From an optimization exercise on the open Yosys and OpenROAD flow, aimed at small area; shortcuts taken in it are not production practice.
In this exercise RTL edits were held to simulation tests only and were not proved equivalent to the original.
Power is estimated from default activity; no workload was simulated.

`config.mk`:
```
export PLATFORM = sky130hd
export DESIGN_NAME = bypass_regfile_sb
export DESIGN_NICKNAME = bypass_regfile_sb
export VERILOG_FILES = /design/flow/design.v
export SDC_FILE = /design/flow/constraint.sdc
export NUM_CORES = 4
export LEC_CHECK = 0
export CAP_MARGIN = 20
export CORE_MARGIN = 2
export CORE_UTILIZATION = 60
export SLEW_MARGIN = 20
export SYNTH_HIERARCHICAL = 1
export SYNTH_MINIMUM_KEEP_SIZE = 0
```
`constraint.sdc`:
```
create_clock -name core_clock -period 7.5 [get_ports {clk}]
set_input_delay 1.5000 -clock core_clock [delete_from_list [all_inputs] [get_ports {clk}]]
set_output_delay 1.5000 -clock core_clock [all_outputs]
set_load 0.01 [all_outputs]
```
`design.v`:
```
module brf_ao22 (
    input  logic a1, a2, b1, b2,
    output logic y
);
    assign y = (a1 & a2) | (b1 & b2);
endmodule
module brf_aoi222 (
    input  logic a1, a2, b1, b2, c1, c2,
    output logic y
);
    assign y = ~((a1 & a2) | (b1 & b2) | (c1 & c2));
endmodule
module brf_ao2111 (
    input  logic a1, a2, b, c, d,
    output logic y
);
    assign y = (a1 & a2) | b | c | d;
endmodule
module brf_nand4 (
    input  logic [3:0] a,
    output logic       y
);
    assign y = ~&a;
endmodule
module brf_nand3 (
    input  logic [2:0] a,
    output logic       y
);
    assign y = ~&a;
endmodule
module brf_nand2 (
    input  logic [1:0] a,
    output logic       y
);
    assign y = ~&a;
endmodule
module brf_rdbit (
    input  logic [31:1] d,
    input  logic [31:1] s,
    input  logic        bd,
    input  logic        bs,
    output logic        y
);
    logic [10:0] n;
    for (genvar k = 0; k < 10; k++) begin : g_a
        brf_aoi222 u (
            .a1(d[3*k+1]), .a2(s[3*k+1]),
            .b1(d[3*k+2]), .b2(s[3*k+2]),
            .c1(d[3*k+3]), .c2(s[3*k+3]),
            .y (n[k])
        );
    end
    brf_nand2 u_b (.a({d[31], s[31]}), .y(n[10]));
    logic [2:0] o;
    brf_nand4 u_n0 (.a(n[3:0]),  .y(o[0]));
    brf_nand4 u_n1 (.a(n[7:4]),  .y(o[1]));
    brf_nand3 u_n2 (.a(n[10:8]), .y(o[2]));
    brf_ao2111 u_o (.a1(bd), .a2(bs), .b(o[0]), .c(o[1]), .d(o[2]), .y(y));
endmodule
module bypass_regfile_sb #(
    parameter int DATA_W   = 32,
    parameter int ADDR_W   = 5,
    parameter int NUM_RD   = 2,
    parameter int ZERO_REG = 1,
    parameter int BYPASS   = 1
) (
    input  logic                     clk,
    input  logic                     reset,
    input  logic                     we,
    input  logic [ADDR_W-1:0]        waddr,
    input  logic [DATA_W-1:0]        wdata,
    input  logic [NUM_RD*ADDR_W-1:0] raddr,
    input  logic [NUM_RD-1:0]        rd_en,
    output logic [NUM_RD*DATA_W-1:0] rdata,
    input  logic                     pend_set,
    input  logic [ADDR_W-1:0]        pend_addr,
    input  logic                     pend_flush,
    output logic [NUM_RD-1:0]        busy,
    output logic                     stall,
    output logic [ADDR_W:0]          pend_cnt
);
    localparam int DEPTH = 32;
    logic [DEPTH-1:1] wen, pset;
    for (genvar r = 1; r < DEPTH; r++) begin : g_dec
        assign wen[r]  = we && (waddr == 5'(r));
        assign pset[r] = pend_set && (pend_addr == 5'(r));
    end
    logic [DATA_W-1:0] wd_in;
    assign wd_in = wdata & {DATA_W{~reset}};
    logic [DEPTH-1:1] ld, hold;
    assign ld   = wen | {(DEPTH-1){reset}};
    assign hold = ~ld;
    logic [DEPTH-1:1][DATA_W-1:0] regs_q, regs_d;
    for (genvar r = 1; r < DEPTH; r++) begin : g_row
        for (genvar b = 0; b < DATA_W; b++) begin : g_bit
            brf_ao22 u_st (
                .a1(ld[r]),   .a2(wd_in[b]),
                .b1(hold[r]), .b2(regs_q[r][b]),
                .y (regs_d[r][b])
            );
        end
    end
    always_ff @(posedge clk) begin
        regs_q <= regs_d;
    end
    logic [DEPTH-1:1] pend_q, pend_d;
    assign pend_d = pset | (pend_q & ~wen & {(DEPTH-1){~pend_flush}});
    always_ff @(posedge clk) begin
        if (reset) pend_q <= '0;
        else       pend_q <= pend_d;
    end
    logic        inc, dec;
    logic [4:0]  cnt_q, cnt_d;
    assign inc = |(pend_d & ~pend_q);
    assign dec = |(pend_q & ~pend_d);
    always_comb begin
        if (pend_flush)       cnt_d = 5'(|pset);
        else if (inc && !dec) cnt_d = cnt_q + 1'b1;
        else if (dec && !inc) cnt_d = cnt_q - 1'b1;
        else                  cnt_d = cnt_q;
    end
    always_ff @(posedge clk) begin
        if (reset) cnt_q <= '0;
        else       cnt_q <= cnt_d;
    end
    assign pend_cnt = {1'b0, cnt_q};
    for (genvar i = 0; i < NUM_RD; i++) begin : g_rd
        logic [ADDR_W-1:0] ra;
        logic [DEPTH-1:1]  hit, sel;
        logic              byp;
        assign ra = raddr[i*ADDR_W +: ADDR_W];
        for (genvar r = 1; r < DEPTH; r++) begin : g_sel
            assign hit[r] = (ra == 5'(r));
        end
        assign sel = hit & ~wen;
        assign byp = |(hit & wen);
        for (genvar b = 0; b < DATA_W; b++) begin : g_bit
            logic [DEPTH-1:1] col;
            for (genvar r = 1; r < DEPTH; r++) begin : g_c
                assign col[r] = regs_q[r][b];
            end
            brf_rdbit u_rd (
                .d(col), .s(sel), .bd(wdata[b]), .bs(byp),
                .y(rdata[i*DATA_W + b])
            );
        end
        assign busy[i] = |(sel & pend_q);
    end
    assign stall = |(busy & rd_en);
endmodule
```
`flow/run.sh`:
```
#!/bin/bash
# Own layout flow: the standard ORFS flow (standard.sh, unchanged synthesis),
# with two changes passed to ORFS through its own variables:
#   * port buffers use the smallest buffer cell instead of ORFS's default pick;
#   * clock tree synthesis runs without dummy loads, with small clock buffers.
# Each tool's full log stays under orfs/logs/ in this folder; make's own output
# goes to flow_make.log.
set -euo pipefail
export BUFFER_PORTS_ARGS="-buffer_cell sky130_fd_sc_hd__buf_1"
export CTS_ARGS="-sink_clustering_enable -repair_clock_nets -dont_use_dummy_load -buf_list {sky130_fd_sc_hd__clkbuf_4 sky130_fd_sc_hd__clkbuf_8 sky130_fd_sc_hd__clkbuf_16} -sink_clustering_size 30 -sink_clustering_max_diameter 60"
bash standard.sh > flow_make.log 2>&1
```
`standard.sh`:
```
#!/bin/bash
# synth_recipe.tcl (not shown) runs the flow's synth.tcl, then flattens the netlist and writes it again
# the make line also repeats each setting of config.mk as NAME=value (left out here)
make -C /OpenROAD-flow-scripts/flow DESIGN_CONFIG=/design/flow/config.mk WORK_HOME=/design/flow/orfs CLKGATE_MAP_FILE= SYNTH_SCRIPT=/design/flow/synth_recipe.tcl "${@:-finish}"
```
==> run summary <==
Outcome:
- The flow ran to the end and the layout has no timing, DRC or antenna violations.

Die:
- The height of the die is 269 um.
- The die area is between 70000 and 80000 sq um.
- The core footprint is 69800 sq um.
- The width of the die is 269 um.
- Once the floorplan was initialized, standard cells occupied 60.3% of the core.
- The total number of placement rows is 97.
- The I/O pin count is 132.

STA:
- Dividing the final minimum period by the clock period gives 92.7%.
- Timing would allow up to 144 MHz.
- The number of hold violations in the final report is 0.
- The post-route clock skew is 0.0286 ns.
- The summed negative setup slack over all endpoints is 0 ns.
- Setup repair after global routing left no endpoint under its margin.
- In this run the tightest slew margin relative to its limit is between 15 and 20%.
- The worst-margin pin slew is about 1.3 ns.
- The number of pins with negative max-slew slack in the final report is 0.
- Setup violations remaining at the end of the flow were counted as 0.
- The minimum clock period is 6.95 ns.

Placement:
- The half-perimeter wire length after detailed placement is ~120000 um.
- The number of input and output port buffers inserted is 130.
- Routability-driven placement finished with a final weighted congestion of slightly above 1.
- The placed instances occupy a cell area of 45100 sq um.

Power and ir drop:
- The combinational cell fraction of total power is 14.4%.
- Power spread over the standard cell area amounts to 243 nW/um^2.
- The sequential share of power is 55.2%.
- The internal portion of the total power is ~8.0 mW.
- The highest ir drop seen on vdd is 0.275 mV.
- The switching component of the power is 3.36 mW.
- The static leakage power is 17.6 nW.
- The clock network is responsible for 30.3% of the overall power.
- The share of total power consumed by net switching is 29.4%.

Run:
- Max-cap violations in this run came to 0.

Setup path:
- The most critical setup path has its startpoint at waddr[3].
- The startpoint identified for the worst register-to-register timing path is pend_q[6]$_SDFF_PP0_.
- The standard cell with the maximum stage delay on the critical path is sky130_fd_sc_hd__nand4_1.
- The type of origin of the critical path is an input port.
- The maximum single-stage delay on the critical path is around 0.8 ns.
- The arrival time at the worst endpoint is 5.45 ns.
- The cell seen most often among critical-path stages is sky130_fd_sc_hd__buf_1.
- The worst setup path is captured at a primary output.
- At the worst endpoint, the required time is 6.00 ns.
- Walking the worst path, the cells encountered are buf_1 > nand4bb_1 > nor2_1 > nor3_2 > buf_4 > a222oi_1 > nand4_1 > a2111o_1 > buf_1.
- The start-to-end type of the worst setup path is in2out.
- Of all nets on the critical path, the largest fanout is 32.

Detailed routing:
- The sum of met3 wire segment lengths after detailed routing is 42100 um.
- The number of vias per cell after detailed routing is 9.36.
- The highest metal layer with signal wires is met5.
- For this block, the routed nets add up to 215000 um of wire.
- The residual antenna-violating net count after detailed routing is 0.
- The detailed route wirelength on metal2 is roughly 81000 um.
- The first-iteration detailed-routing DRC count is approximately 13000.
- For this block, the via count after detailed routing is 46516.
- The post-detailed-route DRC marker count is 0.
- The average wire per standard cell is 43.3 um.
- The number of optimization iterations in the first detailed-route pass is 22.
- For this block, wires on met1 add up to 68000 um.

Global route:
- The number of antenna violations at the first check in global routing is 13.
- The via count of the first global-routing pass is 44793.
- The wire length of the first global-routing pass is ~300000 um.
- Across every metal layer, demand over resource in global routing totals 57.3%.
- The final global-route overflow total is 0.
- Entering global routing, the biggest net connects 44 pins.

Final layout:
- The area growth from synthesis to layout is 11.3%.
- The share of layout cells above drive strength 1 is 10.1%.
- The layout filler cell count is about 5400.
- Once layout is done, the placed cells without fillers occupy 46900 sq um.
- The number of nets in the layout is 4087.

Clock network:
- Hold repair after CTS inserted 0 buffers.
- TritonCTS built the clock tree.
- Once the clock tree was built, the setup fixing pass inserted 0 buffers.
- The number of H-tree branching levels is 3.
- The buffer cell driving the clock tree root is sky130_fd_sc_hd__clkbuf_16.
- The clock network latency to the later pin of the worst-skew pair is 0.61 ns.
- The post-cts repair resize count is 0.
- The clock net in this run drives a total of slightly above 1000 sinks.
- The number of buffers added by the clock tree synthesis step is 67.
- The number of buffers on the longest clock path is 3.
- After clock tree synthesis, the clock-pin slew on the worst setup and hold paths is 0.05 ns.

Min path:
- The worst min-delay path startpoint is cnt_q[4]$_SDFFE_PP0P_.
- The worst min-delay path class is reg2reg.

Logic synthesis:
- The total number of yosys warnings is 7.
- The most area-hungry cell type in the Yosys netlist is sky130_fd_sc_hd__dfxtp_1.
- The share of synthesized area in the top cell type comes to 48.9%.
- In this run, distinct cell masters in the synthesized netlist total 75.
- The number of nets handed over by synthesis was ~3800.
- Sequential cells were found to cover 48.9% of the synthesized design area.
- The netlist area before placement is 42100 sq um.
- The post-synthesis register bit count is roughly 1000.
- For this run, the leading register cell type out of synthesis is sky130_fd_sc_hd__dfxtp_1.
- The number of enable flip-flop cells after synthesis is 0.
- By area the synthesized netlist is led by sky130_fd_sc_hd__dfxtp_1, sky130_fd_sc_hd__a22o_1, sky130_fd_sc_hd__a222oi_1, sky130_fd_sc_hd__nand4_1, sky130_fd_sc_hd__a2111o_1.
- Synthesis handed over a netlist of 3737 instances.
- Counting flops with an async set or reset pin after synthesis yields a share of 0%.
- A synthesized cell averages ~11 sq um.
## path summary, 6_finish.rpt
| check | to | slack [ns] | cells past startpoint |
|---|---|---|---|
| worst max-delay path | rdata[3] | 0.55 | 9 |
| worst min-delay path | cnt_q[4]$_SDFFE_PP0P_ | 0.47 | 2 |
| worst max register to register | cnt_q[4]$_SDFFE_PP0P_ | 4.03 | 11 |
| worst min register to register | cnt_q[4]$_SDFFE_PP0P_ | 0.47 | 2 |
## worst max-delay path: cells and delay by family
| family | cells | cell delay (ns) |
|---|---|---|
| AND/OR/NAND/NOR | 4 | 2.01 |
| AO/OA/AOI/OAI | 2 | 0.93 |
| buffers and inverters | 3 | 0.97 |
## Yosys cell counts (9+ instances only)
library cell	instances
sky130_fd_sc_hd__a2111o_1	64
sky130_fd_sc_hd__a21oi_1	42
sky130_fd_sc_hd__a222oi_1	640
sky130_fd_sc_hd__a22o_1	994
sky130_fd_sc_hd__a31oi_1	10
sky130_fd_sc_hd__buf_2	13
sky130_fd_sc_hd__clkbuf_1	60
sky130_fd_sc_hd__dfxtp_1	1028
sky130_fd_sc_hd__inv_1	35
sky130_fd_sc_hd__nand2_1	119
sky130_fd_sc_hd__nand2b_1	28
sky130_fd_sc_hd__nand3_1	71
sky130_fd_sc_hd__nand4_1	134
sky130_fd_sc_hd__nor2_1	76
sky130_fd_sc_hd__nor2b_1	41
sky130_fd_sc_hd__nor3_1	82
sky130_fd_sc_hd__nor4_1	10
sky130_fd_sc_hd__o21ai_0	63
sky130_fd_sc_hd__o22a_1	29
sky130_fd_sc_hd__o22ai_1	40
sky130_fd_sc_hd__o32ai_1	9
sky130_fd_sc_hd__or2_2	19
## per-stage QoR
step | utilization, % | setup WS [ns] | hold slack, ns | instances | power, mW
finish | 67.2 | 0.550 | 0.471 | 4971 | 11.4
global placement | 64.7 | 0.819 | 0.458 | 4893 | 7.80
global route | 67.1 | 0.584 | 0.494 | 4966 | 11.6
detailed placement | 64.7 | 0.699 | 0.464 | 4893 | 7.89
CTS | 67.1 | 0.699 | 0.472 | 4960 | 11.2
floorplan | - | 0.471 | 0.461 | 3737 | 7.18
## layout by cell type (no fill, tap or decap), types with 27 or more instances in the layout
cell type / synthesis / layout
sky130_fd_sc_hd__a2111o_1: 64 / 64
sky130_fd_sc_hd__a21oi_1: 42 / 42
sky130_fd_sc_hd__a222oi_1: 640 / 640
sky130_fd_sc_hd__a22o_1: 994 / 994
sky130_fd_sc_hd__buf_1: 4 / 128
sky130_fd_sc_hd__buf_4: 1 / 167
sky130_fd_sc_hd__clkbuf_16: 0 / 67
sky130_fd_sc_hd__dfxtp_1: 1028 / 1028
sky130_fd_sc_hd__nand2_1: 119 / 119
sky130_fd_sc_hd__nand3_1: 71 / 70
sky130_fd_sc_hd__nand4_1: 134 / 134
sky130_fd_sc_hd__nor2_1: 76 / 76
sky130_fd_sc_hd__nor2b_2: 0 / 27
sky130_fd_sc_hd__nor3_2: 0 / 62
sky130_fd_sc_hd__o21ai_0: 63 / 63
sky130_fd_sc_hd__o22a_1: 29 / 29
sky130_fd_sc_hd__o22ai_1: 40 / 40
## state kept, by name, indices dropped and copies added, names as in the netlist
name / count
cnt_q: 5
pend_q: 31
regs_q: 992
## kinds of logic after synthesis
kind of cell | share of synthesized area (%)
AO/OA/AOI/OAI | 41.4
flip-flops | 48.9
AND/OR/NAND/NOR | 7.89
buffers and inverters | 1.15
multiplexers | 0.381
adder cells (fa/ha/maj) | 0.166
XOR/XNOR | 0.0832
other | 0.00891
## Yosys stat by module, one instance, submodules excluded, excerpt
module | times used | flip-flops and latches | cell area [sq um]
brf_nand2 | 64 | 0 | 3.75
brf_nand4 | 128 | 0 | 6.26
brf_nand3 | 64 | 0 | 5.00
bypass_regfile_sb | 1 | 1028 | 24900
brf_aoi222 | 640 | 0 | 10.0
brf_ao22 | 992 | 0 | 8.76
brf_ao2111 | 64 | 0 | 11.3
## power groups by stage
stage | Sequential, mW | Clock, mW | Combinational (mW)
CTS | 6.27 | 3.39 | 1.50
floorplan | 6.29 | 0 | 0.890
global placement | 6.34 | 0 | 1.46
detailed placement | 6.39 | 0 | 1.50
global route | 6.34 | 3.59 | 1.64
finish | 6.30 | 3.46 | 1.65
## routing by layer
| metal | global-route usage [%] | up-vias |
|---|---|---|
| met1 | 66.8 | 21793 |
| met4 | 48.8 | 18 |
| met5 | 7.84 | - |
| met2 | 75.0 | 5457 |
| met3 | 31.3 | 1781 |
| li1 | - | 17467 |
## cell type report
type	instances	area (sq um)	area share, %
sequential	1028	20600	43.9
tap	940	1180	2.51
inverter	37	139	0.296
antenna	10	25.0	0.0534
timing repair buffer	298	1770	3.77
multi-input combinational	2591	21500	45.9
clock buffer	67	1680	3.58

[port drivers added, routing unchanged]
The flow's constraints put no driver on any port. The routed layout listed below was extracted and timed again, unchanged, in two steps.
Step 1, drivers: a clkbuf_16 drives clk and a buf_2 each remaining input, both assumed.
Step 2, shift: input delay + t, output delay - t, t = (earliest + latest rising clock arrival at the registers) / 2. This alone moves slack from input paths to output paths.
a / b / c = ideal ports / drivers / drivers and shift; a / b = the first two.
t (ns): 0.696
setup slack, ns: 0.550 / 0.518 / 0.518
hold WS [ns]: 0.471 / 0.471 / 0.471
cell pins on the clock port's net: 1
After both steps this run still meets setup and hold. The setup slack of this run moves by -0.032 ns with the drivers and by -0.032 ns with both steps.
